From an optimization exercise on the open Yosys and OpenROAD flow, aimed at small area and a short achievable clock period; shortcuts taken in it are not production practice. Function was checked by simulation only, so behaviour that the tests miss may differ from the original. No activity file was given, so power comes from the tool's default toggle rates.

## fu_cluster
module fu_cluster (
    input  logic                        clock,
    input  logic                        reset,
    input  logic                        squash,
    input  logic [102:0]                alu0_issue,
    input  logic [102:0]                alu1_issue,
    input  logic [102:0]                mult_issue,
    output logic                        alu1_stall,
    output logic [77:0]                 cdb
);
Size in the first run: ~390 I/O pins, about 41000 um^2 of cells after synthesis.
==> module alu_dec, before the edit <==
module alu_dec (
    input  logic [102:0] issue,
    output logic [68:0]  dec
);
    logic [31:0] w, a, rs2, b, bx, a_rev, f1;
    logic [16:0] lo;
    logic        is_op, is_imm, alt, sub, ok, reg_b, same;
    logic [2:0]  f3;
    logic [8:0]  ctl;
    assign w      = issue[31:0];
    assign a      = issue[95:64];
    assign rs2    = issue[63:32];
    assign is_op  = (w[6:0] == 7'b0110011);
    assign is_imm = (w[6:0] == 7'b0010011);
    assign ok     = is_op || is_imm;
    assign f3     = w[14:12];
    assign alt    = w[30];
    assign reg_b  = w[5];
    assign b      = reg_b ? rs2 : {{20{w[31]}}, w[31:20]};
    assign sub    = (f3 == 3'd0 && reg_b && alt) || f3 == 3'd2 || f3 == 3'd3;
    assign bx     = b ^ {32{sub}};
    assign same   = (a[31] == b[31]);
    assign lo     = {1'b0, a[15:0]} + {1'b0, bx[15:0]} + {16'd0, sub};
    always_comb begin
        for (int i = 0; i < 32; i++) a_rev[i] = a[31-i];
        case (f3)
            3'd1:    f1 = a_rev;
            3'd4:    f1 = a ^ b;
            3'd5:    f1 = a;
            3'd6:    f1 = a | b;
            3'd7:    f1 = a & b;
            default: f1 = {a[31:16], bx[31:16]};
        endcase
    end
    assign ctl[8] = ok && f3 == 3'd0;
    assign ctl[7] = ok && (f3 == 3'd4 || f3 == 3'd6 || f3 == 3'd7);
    assign ctl[6] = ok && f3 == 3'd3;
    assign ctl[5] = ok && f3 == 3'd2 && same;
    assign ctl[4] = ok && f3 == 3'd2 && !same && a[31];
    assign ctl[3] = lo[16];
    assign ctl[2] = ok && f3 == 3'd5;
    assign ctl[1] = ok && f3 == 3'd1;
    assign ctl[0] = alt && a[31] && f3 == 3'd5;
    assign dec = {issue[102], issue[101:96], b[4:0], f1, lo[15:0], ctl};
endmodule
==> module cdb_arbiter, before the edit <==
module cdb_arbiter (
    input  logic        mult_valid,
    input  logic [5:0]  mult_tag,
    input  logic [15:0] mult_lo,       
    input  logic        mult_ci,       
    input  logic [15:0] mult_xh,       
    input  logic [15:0] mult_yh,
    input  logic [68:0] alu0_dec,      
    input  logic [68:0] alu1_dec,      
    input  logic [38:0] alu1_held,     
    input  logic [38:0] alu1_saved,    
    input  logic        run1,          
    input  logic        after,         
    output logic [38:0] lane0_next,
    output logic [38:0] lane1_next,
    output logic [38:0] alu1_fresh,    
    output logic [38:0] alu1_next,     
    output logic        stall_next
);
    logic [15:0] hs0, hs1, hs2;
    logic        co0, co1;
    assign {co0, hs0} = {1'b0, alu0_dec[56:41]} + {1'b0, alu0_dec[40:25]} + {16'd0, alu0_dec[3]};
    assign {co1, hs1} = {1'b0, alu1_dec[56:41]} + {1'b0, alu1_dec[40:25]} + {16'd0, alu1_dec[3]};
    assign hs2        = mult_xh + mult_yh + {15'd0, mult_ci};
    logic [31:0] sr0, sr1, sl0, sl1;
    assign sr0 = 32'($signed({alu0_dec[0], alu0_dec[56:25]}) >>> alu0_dec[61:57]);
    assign sr1 = 32'($signed({alu1_dec[0], alu1_dec[56:25]}) >>> alu1_dec[61:57]);
    always_comb begin
        for (int i = 0; i < 32; i++) begin
            sl0[i] = sr0[31-i];
            sl1[i] = sr1[31-i];
        end
    end
    logic [31:0] s0, s1, r0, r1;
    assign s0 = {hs0, alu0_dec[24:9]};
    assign s1 = {hs1, alu1_dec[24:9]};
    assign r0[31:1] = ({31{alu0_dec[8]}} & s0[31:1])  | ({31{alu0_dec[7]}} & alu0_dec[56:26])
                    | ({31{alu0_dec[2]}} & sr0[31:1]) | ({31{alu0_dec[1]}} & sl0[31:1]);
    assign r0[0]    = (alu0_dec[8] & s0[0])  | (alu0_dec[7] & alu0_dec[25])
                    | (alu0_dec[2] & sr0[0]) | (alu0_dec[1] & sl0[0])
                    | (alu0_dec[6] & !co0)   | (alu0_dec[5] & hs0[15]) | alu0_dec[4];
    assign r1[31:1] = ({31{alu1_dec[8]}} & s1[31:1])  | ({31{alu1_dec[7]}} & alu1_dec[56:26])
                    | ({31{alu1_dec[2]}} & sr1[31:1]) | ({31{alu1_dec[1]}} & sl1[31:1]);
    assign r1[0]    = (alu1_dec[8] & s1[0])  | (alu1_dec[7] & alu1_dec[25])
                    | (alu1_dec[2] & sr1[0]) | (alu1_dec[1] & sl1[0])
                    | (alu1_dec[6] & !co1)   | (alu1_dec[5] & hs1[15]) | alu1_dec[4];
    assign alu1_fresh = {{alu1_dec[68], alu1_dec[67:62]}, r1};
    assign alu1_next  = after ? alu1_saved : alu1_fresh;
    logic mv, v0, vn, v1;
    logic l0_m, l0_a0, l0_new, l0_sv, l0_held;
    logic l1_a0, l1_new, l1_sv, l1_held;
    assign mv = mult_valid;
    assign v0 = alu0_dec[68];
    assign vn = alu1_dec[68];
    assign v1 = run1 ? (after ? alu1_saved[38] : vn) : alu1_held[38];
    assign l0_m    = mv;
    assign l0_a0   = !mv && v0;
    assign l0_new  = !mv && !v0 && run1 && !after;
    assign l0_sv   = !mv && !v0 && run1 && after;
    assign l0_held = !mv && !v0 && !run1;
    assign l1_a0   = mv && v0;
    assign l1_new  = !(mv && v0) && run1 && !after;
    assign l1_sv   = !(mv && v0) && run1 && after;
    assign l1_held = !(mv && v0) && !run1;
    assign lane0_next[38]   = mv | v0 | v1;
    assign lane0_next[37:0] = ({38{l0_m}}    & {mult_tag, hs2, mult_lo})
                            | ({38{l0_a0}}   & {alu0_dec[67:62], r0})
                            | ({38{l0_new}}  & {alu1_dec[67:62], r1})
                            | ({38{l0_sv}}   & alu1_saved[37:0])
                            | ({38{l0_held}} & alu1_held[37:0]);
    assign lane1_next[38]   = (mv & (v0 | v1)) | (v0 & v1);
    assign lane1_next[37:0] = ({38{l1_a0}}   & {alu0_dec[67:62], r0})
                            | ({38{l1_new}}  & {alu1_dec[67:62], r1})
                            | ({38{l1_sv}}   & alu1_saved[37:0])
                            | ({38{l1_held}} & alu1_held[37:0]);
    assign stall_next       = mv & v0 & v1;
endmodule
clock: 8.0 ns
lec_check: 0
abc_area: 1
cap_margin: 20
core_margin: 2
core_utilization: 40
cts_cluster_diameter: 120
cts_cluster_size: 25
setup_slack_margin: 5
slew_margin: 20
synth_hierarchical: 1
standard.sh (not shown) runs the stock make flow with config.mk's settings and CLKGATE_MAP_FILE= SYNTH_SCRIPT=/design/flow/synth_recipe.tcl, a recipe that flattens the netlist after the stock synthesis.
==> flow/flow/run.sh <==
#!/bin/bash
# The standard layout, with plain buffers on the ports in place of the
# delay cells the resizer picks by default (every port still gets one)
set -o pipefail
cp standard.sh standard_sh.txt
export BUFFER_PORTS_ARGS="-buffer_cell sky130_fd_sc_hd__buf_1"
bash standard.sh > standard.log 2>&1
Next try:
--- a/flow/design.v
+++ b/flow/design.v
@@ -9,5 +9,5 @@
     logic [31:0] w, a, rs2, b, bx, a_rev, f1;
     logic [16:0] lo;
-    logic        is_op, is_imm, alt, sub, ok, reg_b, same;
+    logic        is_op, is_imm, alt, sub, ok, reg_b, same, logic_op;
     logic [2:0]  f3;
     logic [8:0]  ctl;
@@ -38,13 +38,14 @@
     end
     assign ctl[8] = ok && f3 == 3'd0;
-    assign ctl[7] = ok && (f3 == 3'd4 || f3 == 3'd6 || f3 == 3'd7);
+    assign ctl[7] = 1'b0;
     assign ctl[6] = ok && f3 == 3'd3;
     assign ctl[5] = ok && f3 == 3'd2 && same;
     assign ctl[4] = ok && f3 == 3'd2 && !same && a[31];
     assign ctl[3] = lo[16];
-    assign ctl[2] = ok && f3 == 3'd5;
+    assign ctl[2] = ok && (f3 == 3'd5 || logic_op);
     assign ctl[1] = ok && f3 == 3'd1;
     assign ctl[0] = alt && a[31] && f3 == 3'd5;
-    assign dec = {issue[102], issue[101:96], b[4:0], f1, lo[15:0], ctl};
+    assign logic_op = (f3 == 3'd4 || f3 == 3'd6 || f3 == 3'd7);
+    assign dec = {issue[102], issue[101:96], logic_op ? 5'd0 : b[4:0], f1, lo[15:0], ctl};
 endmodule
 module mult_pipe (
@@ -1213,43 +1214,42 @@
     assign s0 = {hs0, alu0_dec[24:9]};
     assign s1 = {hs1, alu1_dec[24:9]};
-    assign r0[31:1] = ({31{alu0_dec[8]}} & s0[31:1])  | ({31{alu0_dec[7]}} & alu0_dec[56:26])
+    assign r0[31:1] = ({31{alu0_dec[8]}} & s0[31:1])
                     | ({31{alu0_dec[2]}} & sr0[31:1]) | ({31{alu0_dec[1]}} & sl0[31:1]);
-    assign r0[0]    = (alu0_dec[8] & s0[0])  | (alu0_dec[7] & alu0_dec[25])
+    assign r0[0]    = (alu0_dec[8] & s0[0])
                     | (alu0_dec[2] & sr0[0]) | (alu0_dec[1] & sl0[0])
                     | (alu0_dec[6] & !co0)   | (alu0_dec[5] & hs0[15]) | alu0_dec[4];
-    assign r1[31:1] = ({31{alu1_dec[8]}} & s1[31:1])  | ({31{alu1_dec[7]}} & alu1_dec[56:26])
+    assign r1[31:1] = ({31{alu1_dec[8]}} & s1[31:1])
                     | ({31{alu1_dec[2]}} & sr1[31:1]) | ({31{alu1_dec[1]}} & sl1[31:1]);
-    assign r1[0]    = (alu1_dec[8] & s1[0])  | (alu1_dec[7] & alu1_dec[25])
+    assign r1[0]    = (alu1_dec[8] & s1[0])
                     | (alu1_dec[2] & sr1[0]) | (alu1_dec[1] & sl1[0])
                     | (alu1_dec[6] & !co1)   | (alu1_dec[5] & hs1[15]) | alu1_dec[4];
-    assign alu1_fresh = {{alu1_dec[68], alu1_dec[67:62]}, r1};
-    assign alu1_next  = after ? alu1_saved : alu1_fresh;
-    logic mv, v0, vn, v1;
-    logic l0_m, l0_a0, l0_new, l0_sv, l0_held;
-    logic l1_a0, l1_new, l1_sv, l1_held;
+    assign alu1_fresh = {alu1_dec[68], alu1_dec[67:62], r1};
+    logic [38:0] alu1_other;
+    logic        fresh;
+    assign alu1_other = run1 ? alu1_saved : alu1_held;
+    assign fresh      = run1 && !after;
+    assign alu1_next  = after ? alu1_other : alu1_fresh;
+    logic mv, v0, v1;
+    logic l0_m, l0_a0, l0_new, l0_oth;
+    logic l1_a0, l1_new, l1_oth;
     assign mv = mult_valid;
     assign v0 = alu0_dec[68];
-    assign vn = alu1_dec[68];
-    assign v1 = run1 ? (after ? alu1_saved[38] : vn) : alu1_held[38];
+    assign v1 = fresh ? alu1_dec[68] : alu1_other[38];
     assign l0_m    = mv;
     assign l0_a0   = !mv && v0;
-    assign l0_new  = !mv && !v0 && run1 && !after;
-    assign l0_sv   = !mv && !v0 && run1 && after;
-    assign l0_held = !mv && !v0 && !run1;
+    assign l0_new  = !mv && !v0 && fresh;
+    assign l0_oth  = !mv && !v0 && !fresh;
     assign l1_a0   = mv && v0;
-    assign l1_new  = !(mv && v0) && run1 && !after;
-    assign l1_sv   = !(mv && v0) && run1 && after;
-    assign l1_held = !(mv && v0) && !run1;
+    assign l1_new  = !(mv && v0) && fresh;
+    assign l1_oth  = !(mv && v0) && !fresh;
     assign lane0_next[38]   = mv | v0 | v1;
     assign lane0_next[37:0] = ({38{l0_m}}    & {mult_tag, hs2, mult_lo})
                             | ({38{l0_a0}}   & {alu0_dec[67:62], r0})
                             | ({38{l0_new}}  & {alu1_dec[67:62], r1})
-                            | ({38{l0_sv}}   & alu1_saved[37:0])
-                            | ({38{l0_held}} & alu1_held[37:0]);
+                            | ({38{l0_oth}}  & alu1_other[37:0]);
     assign lane1_next[38]   = (mv & (v0 | v1)) | (v0 & v1);
     assign lane1_next[37:0] = ({38{l1_a0}}   & {alu0_dec[67:62], r0})
                             | ({38{l1_new}}  & {alu1_dec[67:62], r1})
-                            | ({38{l1_sv}}   & alu1_saved[37:0])
-                            | ({38{l1_held}} & alu1_held[37:0]);
+                            | ({38{l1_oth}}  & alu1_other[37:0]);
     assign stall_next       = mv & v0 & v1;
 endmodule
The new run produced a clean layout.
Global-route usage drops by 0.96 points.
Cell area barely changes.
First-iteration DRC count came out lower by 2.2%.
Core utilization grows by 0.44 points.
Clock power went up by about 9%.
Power is higher by 2.6%.
Final cell count goes down by 1.5%.

==> afterwards: timing with drivers on the ports <==
The flow's constraints put no driver on any port. The routed layouts listed below were extracted and timed again, unchanged, in two steps.
Step 1 sets driving cells, clkbuf_16 on the clock port and buf_2 on the other inputs (assumed; they add their load-dependent delay and slew).
Step 2 times the ports against the registers' clock, not the clock port: input delays grow and output delays shrink by t, the midpoint of the rising clock arrivals with the driver on.
Three values: no drivers, after step 1, after step 2; two values: the first two.
run | t, ns | setup slack, ns | cell pins on the clock port's net
the first run | 0.714 | 4.897 / 4.908 / 4.194 | 1
the second run | 0.659 | 4.868 / 4.877 / 4.218 | 1
After both steps setup and hold are still met in every run listed. The setup slack of the first run, which loses most, moves by +0.011 ns with the drivers and by -0.703 ns with both steps.
